Context: an optimization exercise on an open-source flow, tuned for small area, a short achievable clock period and few clock cycles per item. The choices shown serve that exercise and are no tape-out recipe. Where RTL was checked, it was by simulation tests only, not by an equivalence proof against the original. Power and IR drop assume default switching activity.

// pool_engine
module pool_engine (
	input  logic        clk,
	input  logic        rst,
	input  logic        i_start,
	input  logic [19:0] i_cfg,	 
	input  logic        i_in_valid,
	input  logic [15:0] i_in_data,
	output logic        o_in_credit,
	output logic        o_out_valid,
	output logic [15:0] o_out_data,
	input  logic        i_out_credit,
	output logic        o_busy,
	output logic        o_done
);
make LEC_CHECK=0 ABC_CLOCK_PERIOD_IN_PS=2000 CAP_MARGIN=20 CORE_MARGIN=2 CORE_UTILIZATION=65 SETUP_SLACK_MARGIN=4.0 SLEW_MARGIN=20 finish   # period 6.0 ns
run.sh (not shown) runs the stock make flow with config.mk's settings and CLKGATE_MAP_FILE= SYNTH_SCRIPT=/design/flow/synth_recipe.tcl, a recipe that flattens the netlist after the stock synthesis.
The baseline finished clean.
Edit:
CORE_UTILIZATION = 40   (was 65)
Flip-flop and latch count stays the same.
Worst setup slack is worse by 0.0065 ns.
Total power grows by 5.4%.
Wire length grows by 2.0%.
Register-to-register slack is about the same.
Clock skew grows by 0.012 ns.
Via count grows by 1.7%.
No functional check of the RTL was part of any run of this note.

========
== v13 ==
Another version of the RTL of pool_engine (not shown whole).
Size: roughly 1,200 cells after synthesis, ~61 I/O pins.
Settings: LEC_CHECK=0, ABC_CLOCK_PERIOD_IN_PS=2000, CAP_MARGIN=20, CORE_MARGIN=2, CORE_UTILIZATION=65, CTS_BUF_LIST=sky130_fd_sc_hd__clkbuf_4 sky130_fd_sc_hd__clkbuf_8, CTS_CLUSTER_DIAMETER=30, CTS_CLUSTER_SIZE=12, SETUP_SLACK_MARGIN=4.0, SLEW_MARGIN=20; clock period 6.0 ns.
Input-level comparison between v55 and v13:
- swapping 12 for 16 in CTS_CLUSTER_SIZE
- swapping sky130_fd_sc_hd__clkbuf_4 sky130_fd_sc_hd__clkbuf_8 for sky130_fd_sc_hd__clkbuf_8 in CTS_BUF_LIST
- swapping 30 for 40 in CTS_CLUSTER_DIAMETER
Findings:
In the tables for v55 and v13, portion of total power attributed to combinational logic reads lower with v13.
v13 -> v55: number of clock buffers in the layout decreased by more than a quarter
Going from v13 to v55, layout-stage area growth over the synthesis result decreased 3.9 points; clock transition at the registers of the reported paths increased 0.02 ns.
Number of synthesized flops with an enable pin delta (v55 -> v13): insignificant
Of the two candidates, v13 has the worse power and v55 the better one.
Setup changes, v55 to v18
- CTS_BUF_LIST no longer set, was sky130_fd_sc_hd__clkbuf_8
- CTS_CLUSTER_DIAMETER no longer set, was 40
- CTS_CLUSTER_SIZE no longer set, was 16
Results
Relative to v55, v18 degrades total power.
In v18, the buffer share of cell area came out 0.41 points above the value in v55.
On minimum hold slack, v55 and v18 are neck and neck.
Per the comparison of v18 with v55, total sequential power moved up, share of synthesized cell area in and, or, nand and nor gates comparable, final critical path time including I/O delays and setup now smaller, total iterations of the first detailed-routing run went up by 1.
STATUS maximum frequency: v18 wins against v55
Between v55 and v18, the flow reports final instance area increasing by a few percent.
v18 ended up with a higher total number of vias than v55 did.
No functional check of the RTL was part of any run of this note.

========
build 71:
The RTL this note starts from:
==> flow/design.v <==
`timescale 1ns/100ps
package pool_pkg;
	typedef logic [16-1:0] word_t;
	typedef logic [16*16-1:0] atom_t;
	typedef logic [16+4-1:0] sum_t;
	typedef enum logic {
		POOL_MAX = 1'b0,	 
		POOL_AVE = 1'b1	 
	} pool_op_e;
	typedef struct packed {
		pool_op_e    op;
		logic [2:0]  win_shift;	 
		logic [15:0] n_windows;	 
	} pool_cfg_t;
endpackage
`timescale 1ns/100ps
module pool_engine (
	input  logic        clk,
	input  logic        rst,
	input  logic        i_start,
	input  logic [19:0] i_cfg,	 
	input  logic        i_in_valid,
	input  logic [15:0] i_in_data,
	output logic        o_in_credit,
	output logic        o_out_valid,
	output logic [15:0] o_out_data,
	input  logic        i_out_credit,
	output logic        o_busy,
	output logic        o_done
);
	logic        busy_q;	 
	logic        op_q;	 
	logic [2:0]  ws_q;	 
	logic [15:0] rem_q;	 
	logic [3:0]  mask;	 
	logic [2:0]  sh;	 
	logic [15:0] head_q;
	logic        hv_q;	 
	logic [15:0] mem [3];
	logic [2:0]  wr_sel;	 
	logic [2:0]  rd_sel;	 
	logic [2:0]  mocc;	 
	logic [15:0] mem_rd;
	logic        load_head, from_mem, to_mem;
	logic [3:0]  atom_q;	 
	logic        nfirst_q;	 
	logic        nlast_q;	 
	logic        nword0_q;	 
	logic [3:0]  chan_q;	 
	logic        ch15_q;	 
	logic [3:0]  since_q;	 
	logic        aligned_q;	 
	logic [3:0]  used_q;	 
	logic        pop, win_end;
	logic [3:0]  atom_nx;
	logic [15:0] rem_dec;
	logic        premask;	 
	logic [10:0] lo_sum;
	logic        gt;
	logic [9:0]  w_lo;
	logic [5:0]  w_hi;	 
	logic        w_c;	 
	logic        w_gt;	 
	logic        w_last, w_final;
	logic [19:0] ring [16];
	logic        s2_v, s2_final;
	assign mask    = 4'((5'd1 << ws_q) - 5'd1);
	assign sh      = op_q ? ws_q : 3'd0;
	assign pop     = hv_q && (!nword0_q || aligned_q) && (nlast_q || !used_q[3]);
	assign win_end = !nlast_q && ch15_q;
	assign atom_nx = nlast_q ? atom_q + 4'd1 : 4'd0;
	assign load_head = !hv_q || pop;
	assign from_mem  = load_head && mocc[0];
	assign to_mem    = i_in_valid && !(load_head && !mocc[0]);
	assign mem_rd    = ({16{rd_sel[0]}} & mem[0]) | ({16{rd_sel[1]}} & mem[1]) |
	                   ({16{rd_sel[2]}} & mem[2]);
	assign lo_sum  = {1'b0, ring[14][9:0]} + {1'b0, head_q[9:0]};
	assign gt      = (head_q > ring[14][15:0]);
	assign premask = !((pop && ch15_q) ? nlast_q : nfirst_q) &&
	                 (!(pop ? !win_end : nword0_q) || pop || (since_q == 4'd15));
	always_comb begin
		for (int i = 0; i < 16; i++) begin
			rem_dec[i] = rem_q[i] ^ ~|(rem_q & ((16'd1 << i) - 16'd1));
		end
	end
	always_ff @(posedge clk) begin
		for (int k = 0; k < 3; k++) begin
			if (!mocc[2] && wr_sel[k]) begin
				mem[k] <= i_in_data;
			end
		end
		if (load_head) begin
			head_q <= from_mem ? mem_rd : i_in_data;
		end
	end
	always_ff @(posedge clk or posedge rst) begin
		if (rst) begin
			hv_q     <= 1'b0;
			wr_sel   <= 3'd1;
			rd_sel   <= 3'd1;
			mocc     <= 3'd0;
			atom_q   <= 4'd0;
			nfirst_q <= 1'b0;
			nword0_q <= 1'b0;
			chan_q   <= 4'd0;
			ch15_q   <= 1'b0;
			used_q   <= 4'd0;
			w_last   <= 1'b0;
			w_final  <= 1'b0;
			s2_v     <= 1'b0;
			s2_final <= 1'b0;
			busy_q   <= 1'b0;
		end else begin
			if (load_head) begin
				hv_q <= mocc[0] || i_in_valid;
			end
			if (to_mem) begin
				wr_sel <= {wr_sel[1:0], wr_sel[2]};
			end
			if (from_mem) begin
				rd_sel <= {rd_sel[1:0], rd_sel[2]};
			end
			case ({to_mem, from_mem})
				2'b10:   mocc <= {mocc[1:0], 1'b1};
				2'b01:   mocc <= {1'b0, mocc[2:1]};
				default: ;
			endcase
			if (pop) begin
				chan_q   <= chan_q + 4'd1;
				ch15_q   <= (chan_q == 4'd14);
				nword0_q <= !win_end;
				if (ch15_q) begin
					atom_q   <= atom_nx;
					nfirst_q <= nlast_q;
				end
			end
			case ({pop && !nlast_q, i_out_credit})
				2'b10:   used_q <= {used_q[2:0], 1'b1};
				2'b01:   used_q <= {1'b0, used_q[3:1]};
				default: ;
			endcase
			w_last   <= pop && !nlast_q;
			w_final  <= pop && win_end && (rem_q == 16'd1);
			s2_v     <= w_last;
			s2_final <= w_final;
			busy_q   <= busy_q ? !s2_final : i_start;
		end
	end
	always_ff @(posedge clk) begin
		if (!busy_q) begin
			op_q    <= i_cfg[19];
			ws_q    <= i_cfg[18:16];
			rem_q   <= i_cfg[15:0];
			nlast_q <= (i_cfg[18:16] != 3'd0);
		end else begin
			if (pop && win_end) begin
				rem_q <= rem_dec;
			end
			if (pop && ch15_q) begin
				nlast_q <= (atom_nx != mask);
			end
		end
	end
	always_ff @(posedge clk) begin
		o_in_credit <= pop;
		o_out_valid <= s2_v;
		o_done      <= s2_final;
		o_busy      <= busy_q ? !s2_final : i_start;
	end
	always_ff @(posedge clk) begin
		since_q   <= pop ? 4'd0 : since_q + 4'd1;
		aligned_q <= pop || (since_q == 4'd15);
		w_lo      <= head_q[9:0];
		w_hi      <= pop ? head_q[15:10] : 6'd0;
		w_c       <= pop && op_q && lo_sum[10];
		w_gt      <= pop && !op_q && gt;
		ring[15]  <= {ring[14][19:10], (pop && op_q) ? lo_sum[9:0] : ring[14][9:0]};
		ring[0]   <= op_q ? {ring[15][19:10] + {4'd0, w_hi} + {9'd0, w_c}, ring[15][9:0]}
		                  : {4'd0, w_gt ? {w_hi, w_lo} : ring[15][15:0]};
		for (int i = 1; i < 14; i++) begin
			ring[i] <= ring[i-1];
		end
		ring[14]  <= premask ? 20'd0 : ring[13];
		o_out_data <= 16'(ring[0] >> sh);
	end
endmodule
Settings: LEC_CHECK=0, ABC_CLOCK_PERIOD_IN_PS=2000, CAP_MARGIN=20, CORE_MARGIN=2, CORE_UTILIZATION=65, CTS_BUF_LIST=sky130_fd_sc_hd__clkbuf_8, CTS_CLUSTER_DIAMETER=40, CTS_CLUSTER_SIZE=16, SETUP_SLACK_MARGIN=3.9, SLEW_MARGIN=20; clock period 6.0 ns.
standard.sh (not shown) runs the stock make flow with config.mk's settings and CLKGATE_MAP_FILE= SYNTH_SCRIPT=/design/flow/synth_recipe.tcl, a recipe that flattens the netlist after the stock synthesis.
==> flow/flow/run.sh <==
#!/bin/bash
# The standard layout (standard.sh), with port buffers and clock tree options set here.
set -euo pipefail
export BUFFER_PORTS_ARGS="-buffer_cell sky130_fd_sc_hd__buf_2"
export CTS_ARGS="-sink_clustering_enable -repair_clock_nets -sink_clustering_size 12 -sink_clustering_max_diameter 35 -buf_list sky130_fd_sc_hd__clkbuf_4 -root_buf sky130_fd_sc_hd__clkbuf_16 -dont_use_dummy_load"
bash standard.sh > standard.log 2>&1
Build 71 ended with every stage complete and zero timing, DRC or antenna violations.
Testbench counts of build 71, summed over its fixed seeds: cycles 41,208, words 40,688.
[inputs] build 10 vs build 71
Settings: ABC_AREA newly set to 1; SETUP_SLACK_MARGIN changed from 3.9 to 4.0.
==> flow/flow/run.sh <==
#!/bin/bash
# The standard layout (standard.sh), with port buffers and clock tree options set here.
set -euo pipefail
export BUFFER_PORTS_ARGS="-buffer_cell sky130_fd_sc_hd__buf_2"
export CTS_ARGS="-sink_clustering_enable -repair_clock_nets -sink_clustering_size 16 -sink_clustering_max_diameter 40 -buf_list sky130_fd_sc_hd__clkbuf_8 -root_buf sky130_fd_sc_hd__clkbuf_16 -dont_use_dummy_load"
bash standard.sh > standard.log 2>&1
- Summary: with build 71 as the reference, global-route wire length before repair in build 10 moved up by a few percent.
- Setup slack (lower): build 71
- Build 10 vs build 71 — routed length on met3 rose about 4%.
- Height of the die, build 10 vs build 71: up slightly
- Routed wire length: build 10 > build 71
- On fraction of area in registers, the lower figure sits with build 10, not build 71.
- Share of total power in combinational logic ended up 0.4 points lower on build 10 than on build 71.
- Re proportion of power drawn by the clock network: build 71 and build 10 aren't equal, and the lower value belongs to build 71.
- Comparing global-route usage for build 71 and build 10, the bigger number came from build 10.
The inputs of build 81 differ from those of build 10 as listed below.
Settings: clearing ABC_AREA, which used to be 1; swapping 4.0 for 3.9 in SETUP_SLACK_MARGIN; swapping 65 for 60 in CORE_UTILIZATION.
Notes after the runs:
On clock-pin slew on the worst setup and hold paths, build 81 and build 10 are neck and neck.
Looking at fraction of power consumed by the clock network, build 81 sits 1.5 points above build 10.
Taking build 10 as the reference, in build 81 max-slew headroom at the worst pin now sits lower; number of cell instances on the worst register-to-register path now sits higher.
In build 81 the worst setup slack turned out 0.010 ns lower than in build 10.
Of build 81 and build 10, the lower layout overhead on the synthesized area belongs to build 10.

## afterwards: timing with drivers on the ports
How much do the figures lean on ideal ports? The routed layouts below were timed once more, with nothing changed but the port constraints.
Step 1 (the two cells are an assumption about what drives the block):
set clk [get_ports {clk}]
set_driving_cell -lib_cell sky130_fd_sc_hd__clkbuf_16 $clk
set_driving_cell -lib_cell sky130_fd_sc_hd__buf_2 [delete_from_list [all_inputs] $clk]
Step 2 adds t to the input delays and takes it off the output delays; t is the mean of the earliest and latest rising clock arrival at the registers after step 1. Input paths then give back, and output paths get back, about the clock's delay inside the block.
a / b / c = ideal / step 1 / step 2; a / b = the first two.
run	shift t [ns]	setup slack, ns	worst slew at a driven data input, ns
the first run of note 1	0.594	3.533 / 3.533 / 3.353	0.03
the second run of note 1	0.593	3.526 / 3.526 / 3.417	0.05
v13	0.627	3.347 / 3.347 / 3.347	0.04
v55	0.617	3.373 / 3.373 / 3.373	0.04
v18	0.579	3.494 / 3.494 / 3.494	0.04
build 71	0.532	3.806 / 3.759 / 3.795	0.04
build 10	0.522	3.851 / 3.806 / 3.847	0.03
build 81	0.533	3.841 / 3.793 / 3.796	0.03
After both steps every run listed still meets setup and hold. The setup slack of the first run of note 1, which loses most, moves by 0.000 ns with the drivers and by -0.180 ns with both steps.
